Background: an optimization exercise with open tools, aiming at small area, a short achievable clock period and few clock cycles. Do not read the settings as production practice. In this exercise RTL edits were held to simulation tests only and were not proved equivalent to the original. Power and IR drop assume default switching activity.

==> flow/design.v (excerpt) <==
module sorted_key_set_table #(
    parameter int TABLE_DEPTH = 64
) (
    input  logic    clk,
    input  logic    rst_n,
    input  logic    in_valid,
    output logic    in_ready,
    input  skst_pkg::action_t action,
    input  skst_pkg::key_t    key,
    output logic    out_valid,
    input  logic    out_ready,
    output skst_pkg::status_t status,
    output skst_pkg::key_t    key_out,
    output logic    last
);
    localparam int N     = TABLE_DEPTH;
    localparam int KW    = skst_pkg::KEY_W;
    localparam int CNT_W = $clog2(TABLE_DEPTH + 1);
    skst_pkg::key_t   kr [N];
    logic [CNT_W-1:0] count_reg;
    logic [CNT_W-1:0] count_next;
    logic              a1_valid;
    skst_pkg::action_t a1_action;
    skst_pkg::key_t    a1_key;
    logic              a2_valid;
    skst_pkg::action_t a2_action;
    skst_pkg::key_t    a2_key;
    logic [N-1:0]      a2_lt;     
    logic [N/8-1:0]    a2_eqg;    
  ...
clock: 8.0 ns
lec_check: 0
abc_clock_period_in_ps: 3300
cap_margin: 20
core_margin: 2
core_utilization: 35
cts_cluster_diameter: 80
cts_cluster_size: 24
place_density: 0.5
setup_slack_margin: 4.7
slew_margin: 20
standard.sh (not shown) runs the stock make flow with config.mk's settings and CLKGATE_MAP_FILE= SYNTH_SCRIPT=/design/flow/synth_recipe.tcl, a recipe that flattens the netlist after the stock synthesis.
==> flow/flow/run.sh <==
#!/bin/bash
# The standard layout (the standard.sh: standard synthesis, ORFS floorplan to
# finish), with one change: the buffers placed on the input and output ports are
# sky130_fd_sc_hd__buf_4 instead of the cell buffer_ports picks by default.
# Runs in the standard flow's work folder; the full make/ORFS output goes to standard.log there.
set -euo pipefail
export BUFFER_PORTS_ARGS="-buffer_cell sky130_fd_sc_hd__buf_4"
bash standard.sh > standard.log 2>&1
Testbench counts at the start, summed over its fixed seeds: cycles 8,784.
Then changed:
--- a/flow/design.v
+++ b/flow/design.v
@@ -62,14 +62,14 @@
     output logic    last
 );
     localparam int N     = TABLE_DEPTH;
     localparam int KW    = skst_pkg::KEY_W;
     localparam int CNT_W = $clog2(TABLE_DEPTH + 1);
     skst_pkg::key_t   kr [N];
+    logic [N-1:0]     ke;
     logic [CNT_W-1:0] count_reg;
-    logic [CNT_W-1:0] count_next;
     logic              a1_valid;
     skst_pkg::action_t a1_action;
     skst_pkg::key_t    a1_key;
     logic              a2_valid;
     skst_pkg::action_t a2_action;
     skst_pkg::key_t    a2_key;
@@ -114,21 +114,32 @@
             t_below = (i == 0) ? 1'b1 : b_t[(i == 0) ? 0 : i-1];
             up_b[i] = (g_ins || g_rot) && t_below && !b_t[i];
             up_l[i] = (i != 0) && g_ins && !t_below;
             up_r[i] = (g_del && !b_t[i]) || (g_rot && b_t[i]);
         end
     end
-    logic [N-1:0] ke, ke_next;
+    logic [N-1:0] ke_next;
     always_comb
     begin
         for (int i = 0; i < N; i++)
         begin
-            ke[i]      = !(CNT_W'(i) < count_reg);
-            ke_next[i] = !(CNT_W'(i) < count_next);
+            logic lo_e, hi_e;
+            lo_e = (i == 0) ? 1'b1 : ke[(i == 0) ? 0 : i-1];
+            hi_e = (i == N-1) ? 1'b1 : ke[(i == N-1) ? N-1 : i+1];
+            ke_next[i] = (up_l[i] && lo_e)
+                      || (up_r[i] && hi_e)
+                      || (!(up_l[i] || up_r[i] || up_b[i]) && ke[i]);
         end
     end
+    always_ff @(posedge clk or negedge rst_n)
+    begin
+        if (!rst_n)
+            ke <= '1;
+        else
+            ke <= ke_next;
+    end
     skst_pkg::key_t kr_next [N];
     always_comb
     begin
         for (int i = 0; i < N; i++)
         begin
             skst_pkg::key_t lo, hi;
@@ -195,13 +206,13 @@
     logic a2_adv, a1_adv, accept;
     logic in_ready_reg;
     assign a2_adv   = a2_valid && (!b_valid || b_done);
     assign a1_adv   = a1_valid && (!a2_valid || a2_adv);
     assign in_ready = in_ready_reg;
     assign accept   = in_valid && in_ready_reg;
-    logic [CNT_W-1:0] dump_idx_next;
+    logic [CNT_W-1:0] count_next, dump_idx_next;
     logic a1_valid_next, a2_valid_next, b_valid_next, s_valid_next;
     logic b_dump_next, dump_last_next;
     always_comb
     begin
         count_next = count_reg;
         if (g_ins)
Result: Clock skew goes down by 0.014 ns; synthesized area goes up by 0.84%; total power goes up by 1.0%; global-route usage goes up by 3.3 points; setup slack improves by 0.0052 ns; via count goes up by 4.1%; first-iteration DRC count goes up by 26%; final area goes up by 1.4%; die area goes up by 0.84%.
Testbench counts after the change, summed over its fixed seeds: cycles 8,784.

[what the ideal ports hide]
The flow's constraints put no driver on any port. The routed layouts listed below were extracted and timed again, unchanged, in two steps.
Step 1, drivers: a clkbuf_16 drives clk and a buf_2 each remaining input, both assumed.
Step 2, shift: input delay + t, output delay - t, t = (earliest + latest rising clock arrival at the registers) / 2. This alone moves slack from input paths to output paths.
a / b / c = ideal / step 1 / step 2; a / b = the first two.
run	shift t [ns]	setup WS [ns]	latest minus earliest clock arrival (ns)	worst register clock-pin slew, ns	worst slew at a driven data input, ns
the first run	1.018	4.577 / 4.465 / 4.589	0.079 / 0.079	0.11 / 0.11	0.27
the second run	1.067	4.582 / 4.582 / 4.582	0.073 / 0.072	0.11 / 0.11	0.20
After both steps setup and hold are still met in every run listed.
